This is an optimization exercise on Yosys and OpenROAD, whose aim is a short achievable clock period and few clock cycles, not a production implementation.
The RTL was checked by simulation tests, not by an equivalence proof against the original design.
Power is estimated from default activity; no workload was simulated.

==> run a <==
==> flow/design.v <==
`timescale 1ns/1ns
`default_nettype none
package dcache_pkg;
    typedef logic [32-1:0] word_t;
    typedef struct packed {
        logic [26-1:0] tag;
        logic [3-1:0] idx;
        logic                     blkoff;
        logic [1:0]               bytoff;
    } dcache_addr_t;
    typedef struct packed {
        logic                               valid;
        logic                               dirty;
        logic [26-1:0]           tag;
        logic [2*32-1:0] data;
    } dcache_frame_t;
    typedef struct packed {
        logic  dmemREN;
        logic  dmemWEN;
        logic  datomic;
        logic  halt;
        word_t dmemaddr;
        word_t dmemstore;
    } cpu_req_t;
    typedef struct packed {
        logic  dhit;
        word_t dmemload;
        logic  flushed;
    } cpu_rsp_t;
    typedef struct packed {
        logic  dREN;
        logic  dWEN;
        word_t daddr;
        word_t dstore;
    } mem_req_t;
    typedef struct packed {
        logic  dwait;
        word_t dload;
    } mem_rsp_t;
    typedef struct packed {
        logic  fill_word;
        logic  fill_done;
        logic  write_word;
        logic  clean;
        logic  touch;
        logic  way;
        logic  fill_pos;
        word_t data;
    } frame_upd_t;
endpackage
`default_nettype wire
`timescale 1ns/1ns
`default_nettype none
module dcache_top
(
    input  logic        CLK,
    input  logic        nRST,
    input  logic        dmemREN,
    input  logic        dmemWEN,
    input  logic        datomic,
    input  logic        halt,
    input  logic [31:0] dmemaddr,
    input  logic [31:0] dmemstore,
    output logic        dhit,
    output logic [31:0] dmemload,
    output logic        flushed,
    output logic        dREN,
    output logic        dWEN,
    output logic [31:0] daddr,
    output logic [31:0] dstore,
    input  logic        dwait,
    input  logic [31:0] dload
);
    logic [15:0]        valid;
    logic [15:0]        dirty;
    logic [7:0]         mru;
    logic [15:0][25:0]  tags;
    logic [15:0][31:0]  data0;
    logic [15:0][31:0]  data1;
    logic               link_valid;
    logic [31:0]        link_addr;
    logic        lkq;        
    logic        hitq;       
    logic        scfq;       
    logic        vdq;        
    logic        resp;       
    logic        mem;        
    logic        fl;         
    logic        fprep;      
    logic [1:0]  ph;         
    logic        rdq;        
    logic        wrq;        
    logic        p_wr;       
    logic        p_fill;     
    logic        pword;
    logic [31:0] pdata;
    logic [3:0]  rslot;      
    logic        roff;       
    logic [25:0] rtag;       
    logic        rwrite;     
    logic        rsc;        
    logic [3:0]  fslot;      
    logic        fword;      
    logic        flushed_q;
    logic [3:0]  xslot;
    logic [31:0] ld0_q, ld1_q;
    logic [3:0]  ldsel_q;    
    logic [31:0] daddr_q, daddr_i;
    logic [31:0] dstore_q, dstore_i;
    logic miss2;         
    assign miss2    = lkq && !hitq && !scfq;
    assign dhit     = resp || (lkq && (hitq || scfq));
    assign dREN     = rdq || (miss2 && !vdq);
    assign dWEN     = wrq || (miss2 && vdq);
    always_comb
    begin
        for (int b = 0; b < 4; b++)
        begin
            dmemload[8*b +: 8] = ldsel_q[b] ? ld1_q[8*b +: 8] : ld0_q[8*b +: 8];
        end
    end
    assign flushed  = flushed_q;
    assign daddr    = daddr_q;
    assign dstore   = dstore_q;
    logic [7:0]        s_vway;       
    logic [7:0]        s_vdirty;     
    logic [7:0][25:0]  s_vtag;       
    logic [7:0][31:0]  s_vdata0;     
    logic [7:0][25:0]  s_dtag;       
    always_comb
    begin
        for (int s = 0; s < 8; s++)
        begin
            s_vway[s]   = !valid[s] ? 1'b0 : (!valid[s + 8] ? 1'b1 : ~mru[s]);
            s_vdirty[s] = s_vway[s] ? (valid[s + 8] && dirty[s + 8]) : (valid[s] && dirty[s]);
            s_vtag[s]   = s_vway[s] ? tags[s + 8] : tags[s];
            s_vdata0[s] = s_vway[s] ? data0[s + 8] : data0[s];
            s_dtag[s]   = s_vdirty[s] ? s_vtag[s] : dmemaddr[31:6];
        end
    end
    logic        idle;
    logic        req;
    logic        lk;
    logic [2:0]  idx;
    logic [25:0] tag;
    logic        off;
    logic [7:0]  idx_dec;
    logic [15:0] eq;
    logic        m0, m1, hit;
    logic [31:0] w0, w1;
    logic        vway, vdirty;
    logic [25:0] dtag;
    logic [31:0] vdata0;
    logic        link_match;
    logic        sc, ll, scfail;
    assign idle = !lkq && !resp && !mem && !fl && !flushed_q;
    assign req  = dmemREN || dmemWEN;
    assign lk   = idle && req && !halt;
    assign idx  = dmemaddr[5:3];
    assign tag  = dmemaddr[31:6];
    assign off  = dmemaddr[2];
    always_comb
    begin
        m0 = 1'b0;
        m1 = 1'b0;
        w0 = '0;
        w1 = '0;
        vway = 1'b0;
        vdirty = 1'b0;
        dtag = '0;
        vdata0 = '0;
        for (int s = 0; s < 16; s++)
        begin
            eq[s] = valid[s] && (tags[s] == tag);
        end
        for (int s = 0; s < 8; s++)
        begin
            idx_dec[s] = (idx == s);
            m0     = m0     | (idx_dec[s] & eq[s]);
            m1     = m1     | (idx_dec[s] & eq[s + 8]);
            w0     = w0     | ({32{idx_dec[s]}} & (off ? data1[s] : data0[s]));
            w1     = w1     | ({32{idx_dec[s]}} & (off ? data1[s + 8] : data0[s + 8]));
            vway   = vway   | (idx_dec[s] & s_vway[s]);
            vdirty = vdirty | (idx_dec[s] & s_vdirty[s]);
            dtag   = dtag   | ({26{idx_dec[s]}} & s_dtag[s]);
            vdata0 = vdata0 | ({32{idx_dec[s]}} & s_vdata0[s]);
        end
    end
    assign hit = m0 || m1;
    assign link_match = link_valid && (dmemaddr == link_addr);
    assign sc         = datomic && dmemWEN;
    assign ll         = datomic && dmemREN;
    assign scfail     = sc && !link_match;
    logic rd_cur, wr_cur, beat, mem_cur, mb, fin, fb;
    assign rd_cur  = rdq || (miss2 && !vdq);
    assign wr_cur  = wrq || (miss2 && vdq);
    assign beat    = (rd_cur || wr_cur) && !dwait;
    assign mem_cur = mem || miss2;
    assign mb      = mem_cur && beat;
    assign fin     = mb && (ph == 2'd3);       
    assign fb      = fl && beat;
    logic [15:0] rslot_dec, fslot_dec, xslot_dec;
    logic [31:0] xdata0, xdata1;
    logic [25:0] xtag;
    logic [15:0] nx_dv;
    logic        nx_any;         
    logic        nx_any_d;
    logic [15:0] nx_hot;
    logic [3:0]  nx_slot;
    logic        fdone;
    always_comb
    begin
        xdata0 = '0;
        xdata1 = '0;
        xtag   = '0;
        for (int s = 0; s < 16; s++)
        begin
            rslot_dec[s] = (rslot == s);
            fslot_dec[s] = (fslot == s);
            xslot_dec[s] = (xslot == s);
            xdata0 = xdata0 | ({32{xslot_dec[s]}} & data0[s]);
            xdata1 = xdata1 | ({32{xslot_dec[s]}} & data1[s]);
            xtag   = xtag   | ({26{xslot_dec[s]}} & tags[s]);
        end
        nx_dv   = valid & dirty & ~((fl && !fprep) ? fslot_dec : 16'h0);
        nx_any_d = |nx_dv;
        nx_slot = '0;
        for (int s = 0; s < 16; s++)
        begin
            nx_hot[s] = nx_dv[s] && !(|(nx_dv & ((16'd1 << s) - 16'd1)));
            nx_slot   = nx_slot | ({4{nx_hot[s]}} & s);
        end
    end
    assign fdone = (fprep || (fb && fword)) && !nx_any;
    logic [1:0][31:0] daddr_d, dstore_d;
    always_comb
    begin
        for (int k = 0; k < 2; k++)
        begin
            daddr_d[k]  = k ? daddr_q  : daddr_i;
            dstore_d[k] = k ? dstore_q : dstore_i;
            if (lk)
            begin
                daddr_d[k]  = {dtag, idx, 3'b000};
                dstore_d[k] = vdata0;
            end
            if (mb)
            begin
                daddr_d[k]  = (ph == 2'd1) ? {rtag, rslot[2:0], 3'b000} : {daddr_i[31:3], 3'b100};
                dstore_d[k] = xdata1;
            end
            if ((fprep || (fb && fword)) && nx_any)
            begin
                daddr_d[k]  = {xtag, xslot[2:0], 3'b000};
                dstore_d[k] = xdata0;
            end
            if (fb && !fword)
            begin
                daddr_d[k]  = {daddr_i[31:3], 3'b100};
                dstore_d[k] = xdata1;
            end
        end
    end
    always_ff @(posedge CLK, negedge nRST)
    begin
        if (!nRST)
        begin
            valid      <= '0;
            dirty      <= '0;
            mru        <= '0;
            link_valid <= 1'b0;
            lkq        <= 1'b0;
            resp       <= 1'b0;
            mem        <= 1'b0;
            fl         <= 1'b0;
            fprep      <= 1'b0;
            ph         <= '0;
            rdq        <= 1'b0;
            wrq        <= 1'b0;
            p_wr       <= 1'b0;
            p_fill     <= 1'b0;
            fword      <= 1'b0;
            flushed_q  <= 1'b0;
        end
        else
        begin
            lkq  <= lk;
            resp <= fin;
            mem  <= mem_cur && !fin;
            rdq  <= (rd_cur && !fin) || (mb && (ph == 2'd1));
            wrq  <= (wr_cur && !(mb && (ph == 2'd1)) && !(fb && fword && !nx_any)) || (fprep && nx_any);
            flushed_q <= flushed_q || fdone;
            p_wr   <= mb && ph[1];
            p_fill <= fin;
            if (p_fill)
            begin
                valid[rslot] <= 1'b1;
                dirty[rslot] <= rwrite;
                mru[rslot[2:0]] <= rslot[3];
            end
            if (lkq && hitq && !scfq)
            begin
                mru[rslot[2:0]] <= rslot[3];
                if (rwrite)
                begin
                    dirty[rslot] <= 1'b1;
                end
            end
            if (lk)
            begin
                ph <= vdirty ? 2'd0 : 2'd2;
                if (ll)
                begin
                    link_valid <= 1'b1;
                end
                else if (dmemWEN && link_match)
                begin
                    link_valid <= 1'b0;
                end
            end
            else if (mb)
            begin
                ph <= ph + 2'd1;
            end
            if (idle && halt)
            begin
                fl    <= 1'b1;
                fprep <= 1'b1;
            end
            if (fprep)
            begin
                fprep <= 1'b0;
                fword <= 1'b0;
            end
            if (fb)
            begin
                fword <= ~fword;
                if (fword)
                begin
                    dirty[fslot] <= 1'b0;
                end
            end
            if (fdone)
            begin
                fl <= 1'b0;
            end
        end
    end
    always_ff @(posedge CLK)
    begin
        daddr_q  <= daddr_d[0];
        daddr_i  <= daddr_d[1];
        dstore_q <= dstore_d[0];
        dstore_i <= dstore_d[1];
        for (int s = 0; s < 16; s++)
        begin
            if (rslot_dec[s])
            begin
                if ((p_wr && !pword) || (lkq && hitq && rwrite && !roff))
                    data0[s] <= pdata;
                if ((p_wr && pword) || (lkq && hitq && rwrite && roff))
                    data1[s] <= pdata;
                if (p_fill)
                    tags[s] <= rtag;
            end
        end
        if (lk)
        begin
            if (ll)
            begin
                link_addr <= dmemaddr;
            end
            hitq    <= hit;
            scfq    <= scfail;
            vdq     <= vdirty;
            rslot   <= {hit ? m1 : vway, idx};
            xslot   <= {vway, idx};
            roff    <= off;
            rtag    <= tag;
            rwrite  <= dmemWEN && !scfail;
            rsc     <= sc;
            pword   <= off;
            pdata   <= dmemstore;
            ld0_q   <= sc ? {31'd0, link_match} : w0;
            ld1_q   <= w1;
        end
        for (int b = 0; b < 4; b++)
        begin
            if (lk)
                ldsel_q[b] <= m1 && !sc;
            else if (mb)
                ldsel_q[b] <= 1'b0;
            else
                ldsel_q[b] <= ldsel_q[(b + 1) % 4];
        end
        if (mb && ph[1])
        begin
            pword <= ph[0];
            pdata <= (rwrite && (ph[0] == roff)) ? dmemstore : dload;
            if ((ph[0] == roff) && !rsc)
            begin
                ld0_q <= dload;
            end
        end
        nx_any <= nx_any_d;
        if ((idle && halt) || (fb && !fword))
        begin
            xslot <= nx_slot;
        end
        if ((fprep || (fb && fword)) && nx_any)
        begin
            fslot <= xslot;
        end
    end
endmodule
`default_nettype wire
==> flow/flow/run.sh <==
#!/bin/bash
# Standard ORFS layout (the standard.sh), with the resizer allowed to
# change cell footprints, port buffers that start as buf_6 instead of delay
# cells, and setup repair aiming well below the 9 ns period.
set -uo pipefail
cd "$(dirname "$0")/.."
bash standard.sh \
    SETUP_SLACK_MARGIN=6.5 \
    MATCH_CELL_FOOTPRINT=0 \
    "BUFFER_PORTS_ARGS=-buffer_cell sky130_fd_sc_hd__buf_6" \
    finish > standard_flow.log 2>&1
status=$?
cp -f standard_flow.log out/ 2>/dev/null || true
exit $status
==> flow/standard.sh <==
#!/bin/bash
# synth_recipe.tcl (not shown) runs the flow's synth.tcl, then flattens the netlist and writes it again
# the make line also repeats each setting of config.mk as NAME=value (left out here)
make -C /OpenROAD-flow-scripts/flow DESIGN_CONFIG=/design/flow/config.mk WORK_HOME=/design/flow/orfs CLKGATE_MAP_FILE= SYNTH_SCRIPT=/design/flow/synth_recipe.tcl "${@:-finish}"
==> flow/config.mk <==
export PLATFORM = sky130hd
export DESIGN_NAME = dcache_top
export DESIGN_NICKNAME = dcache_top
export VERILOG_FILES = /design/flow/design.v
export SDC_FILE = /design/flow/constraint.sdc
export NUM_CORES = 4
export LEC_CHECK = 0
export CAP_MARGIN = 20
export CORE_MARGIN = 2
export CORE_UTILIZATION = 40
export PLACE_DENSITY = 0.45
export SLEW_MARGIN = 20
export TNS_END_PERCENT = 10
==> flow/constraint.sdc <==
create_clock -name core_clock -period 9.0 [get_ports {CLK}]
set_input_delay 1.8000 -clock core_clock [delete_from_list [all_inputs] [get_ports {CLK}]]
set_output_delay 1.8000 -clock core_clock [all_outputs]
set_load 0.01 [all_outputs]
==> inputs of run b, as changes to run a <==
--- a/flow/design.v
+++ b/flow/design.v
@@ -83,6 +83,9 @@
     logic        hitq;       
     logic        scfq;       
     logic        vdq;        
+    logic        o_hs;       
+    logic        o_mr;       
+    logic        o_mw;       
     logic        resp;       
     logic        mem;        
     logic        fl;         
@@ -104,19 +107,19 @@
     logic        flushed_q;
     logic [3:0]  xslot;
     logic [31:0] ld0_q, ld1_q;
-    logic [3:0]  ldsel_q;    
+    logic [7:0]  ldsel_q;    
     logic [31:0] daddr_q, daddr_i;
     logic [31:0] dstore_q, dstore_i;
     logic miss2;         
     assign miss2    = lkq && !hitq && !scfq;
-    assign dhit     = resp || (lkq && (hitq || scfq));
-    assign dREN     = rdq || (miss2 && !vdq);
-    assign dWEN     = wrq || (miss2 && vdq);
+    assign dhit     = resp || o_hs;
+    assign dREN     = rdq || o_mr;
+    assign dWEN     = wrq || o_mw;
     always_comb
     begin
-        for (int b = 0; b < 4; b++)
+        for (int b = 0; b < 8; b++)
         begin
-            dmemload[8*b +: 8] = ldsel_q[b] ? ld1_q[8*b +: 8] : ld0_q[8*b +: 8];
+            dmemload[4*b +: 4] = ldsel_q[b] ? ld1_q[4*b +: 4] : ld0_q[4*b +: 4];
         end
     end
     assign flushed  = flushed_q;
@@ -233,8 +236,24 @@
     end
     assign fdone = (fprep || (fb && fword)) && !nx_any;
     logic [1:0][31:0] daddr_d, dstore_d;
+    logic [31:0] nb_addr, nb_store;      
     always_comb
     begin
+        if (mem_cur)
+        begin
+            nb_addr  = (ph == 2'd1) ? {rtag, rslot[2:0], 3'b000} : {daddr_i[31:3], 3'b100};
+            nb_store = xdata1;
+        end
+        else if (!fword)
+        begin
+            nb_addr  = {daddr_i[31:3], 3'b100};
+            nb_store = xdata1;
+        end
+        else
+        begin
+            nb_addr  = {xtag, xslot[2:0], 3'b000};
+            nb_store = xdata0;
+        end
         for (int k = 0; k < 2; k++)
         begin
             daddr_d[k]  = k ? daddr_q  : daddr_i;
@@ -244,20 +263,15 @@
                 daddr_d[k]  = {dtag, idx, 3'b000};
                 dstore_d[k] = vdata0;
             end
-            if (mb)
-            begin
-                daddr_d[k]  = (ph == 2'd1) ? {rtag, rslot[2:0], 3'b000} : {daddr_i[31:3], 3'b100};
-                dstore_d[k] = xdata1;
-            end
-            if ((fprep || (fb && fword)) && nx_any)
+            if (fprep && nx_any)
             begin
                 daddr_d[k]  = {xtag, xslot[2:0], 3'b000};
                 dstore_d[k] = xdata0;
             end
-            if (fb && !fword)
+            if (beat)
             begin
-                daddr_d[k]  = {daddr_i[31:3], 3'b100};
-                dstore_d[k] = xdata1;
+                daddr_d[k]  = nb_addr;
+                dstore_d[k] = nb_store;
             end
         end
     end
@@ -270,6 +284,9 @@
             mru        <= '0;
             link_valid <= 1'b0;
             lkq        <= 1'b0;
+            o_hs       <= 1'b0;
+            o_mr       <= 1'b0;
+            o_mw       <= 1'b0;
             resp       <= 1'b0;
             mem        <= 1'b0;
             fl         <= 1'b0;
@@ -285,6 +302,9 @@
         else
         begin
             lkq  <= lk;
+            o_hs <= lk && (hit || scfail);
+            o_mr <= lk && !hit && !scfail && !vdirty;
+            o_mw <= lk && !hit && !scfail && vdirty;
             resp <= fin;
             mem  <= mem_cur && !fin;
             rdq  <= (rd_cur && !fin) || (mb && (ph == 2'd1));
@@ -348,6 +368,9 @@
     end
     always_ff @(posedge CLK)
     begin
+        hitq <= hit;
+        scfq <= scfail;
+        vdq  <= vdirty;
         daddr_q  <= daddr_d[0];
         daddr_i  <= daddr_d[1];
         dstore_q <= dstore_d[0];
@@ -370,9 +393,6 @@
             begin
                 link_addr <= dmemaddr;
             end
-            hitq    <= hit;
-            scfq    <= scfail;
-            vdq     <= vdirty;
             rslot   <= {hit ? m1 : vway, idx};
             xslot   <= {vway, idx};
             roff    <= off;
@@ -384,14 +404,14 @@
             ld0_q   <= sc ? {31'd0, link_match} : w0;
             ld1_q   <= w1;
         end
-        for (int b = 0; b < 4; b++)
+        for (int b = 0; b < 8; b++)
         begin
             if (lk)
                 ldsel_q[b] <= m1 && !sc;
             else if (mb)
                 ldsel_q[b] <= 1'b0;
             else
-                ldsel_q[b] <= ldsel_q[(b + 1) % 4];
+                ldsel_q[b] <= ldsel_q[(b + 1) % 8];
         end
         if (mb && ph[1])
         begin
--- a/flow/flow/run.sh
+++ b/flow/flow/run.sh
@@ -10,5 +10,4 @@
     "BUFFER_PORTS_ARGS=-buffer_cell sky130_fd_sc_hd__buf_6" \
     finish > standard_flow.log 2>&1
 status=$?
-cp -f standard_flow.log out/ 2>/dev/null || true
 exit $status
==> comparison table <==
| item | run a | run b |
|---|---|---|
| Proportion of register bits with asynchronous set or reset after synthesis | 2.95% | 3.10% |
| Floorplan Core Area | 0.224 mm² | 0.228 mm² |
| Total Die Area | 0.229 mm² | 0.233 mm² |
| Placement Setup Slack | 3.31 ns | 3.72 ns |
| Share of the synthesized area in compound gates (AO/OA/AOI/OAI) | 13.4% | 13.5% |
| Share of power burned in the clock network | 30.4% | 28.6% |
| Final cell count without fillers | 10.8k | 11.2k |
| Net switching power | 10,900 µW | 12,200 µW |
| Non-clock buffer total of the final layout | 976 | 1,063 |
| Count of inserted tapcells | 2,992 | 3,009 |
| Worst setup path end | dWEN | dmemload[0] |
| Post-Place Cell Area | 0.0968 mm² | 0.0979 mm² |
| Run status | no timing/DRC/antenna violations | no timing/DRC/antenna violations |
| Met2 Usage GRT | 65.0% | 67.4% |
| Gate count after technology mapping | 6,965 | 7,234 |
| Worst path arrival time | 2.16 ns | 2.02 ns |
| Clock latency at the later pin of the worst-skew pair | 0.90 ns | 0.92 ns |
| Placer congestion estimate | 1.09 | 1.07 |
Testbench counts of run a, summed over its fixed seeds: cycles 81,972.
Testbench counts of run b, summed over its fixed seeds: cycles 81,972.

==> port drivers added, routing unchanged <==
The results above use ideal ports. As a check the final layouts listed here were re-extracted and re-timed, cells and wires unchanged.
Step 1 (the two cells are an assumption about what drives the block):
set clk [get_ports {CLK}]
set_driving_cell -lib_cell sky130_fd_sc_hd__clkbuf_16 $clk
set_driving_cell -lib_cell sky130_fd_sc_hd__buf_2 [delete_from_list [all_inputs] $clk]
Step 2 also shifts input and output timing later by t, the mid clock arrival at the registers, as if the neighbouring blocks saw the same clock.
Slacks: no drivers / after step 1 / after step 2; pairs: no drivers / after step 1.
run | t, ns | setup WS [ns] | worst hold slack (ns) | latest minus earliest clock arrival (ns)
run a | 0.978 | 5.039 / 4.940 / 4.399 | 0.426 / 0.426 / 0.426 | 0.054 / 0.055
run b | 0.996 | 5.184 / 5.086 / 4.466 | 0.418 / 0.418 / 0.418 | 0.042 / 0.042
After both steps every run listed still meets setup and hold. The setup slack of run b, which loses most, moves by -0.098 ns with the drivers and by -0.718 ns with both steps.
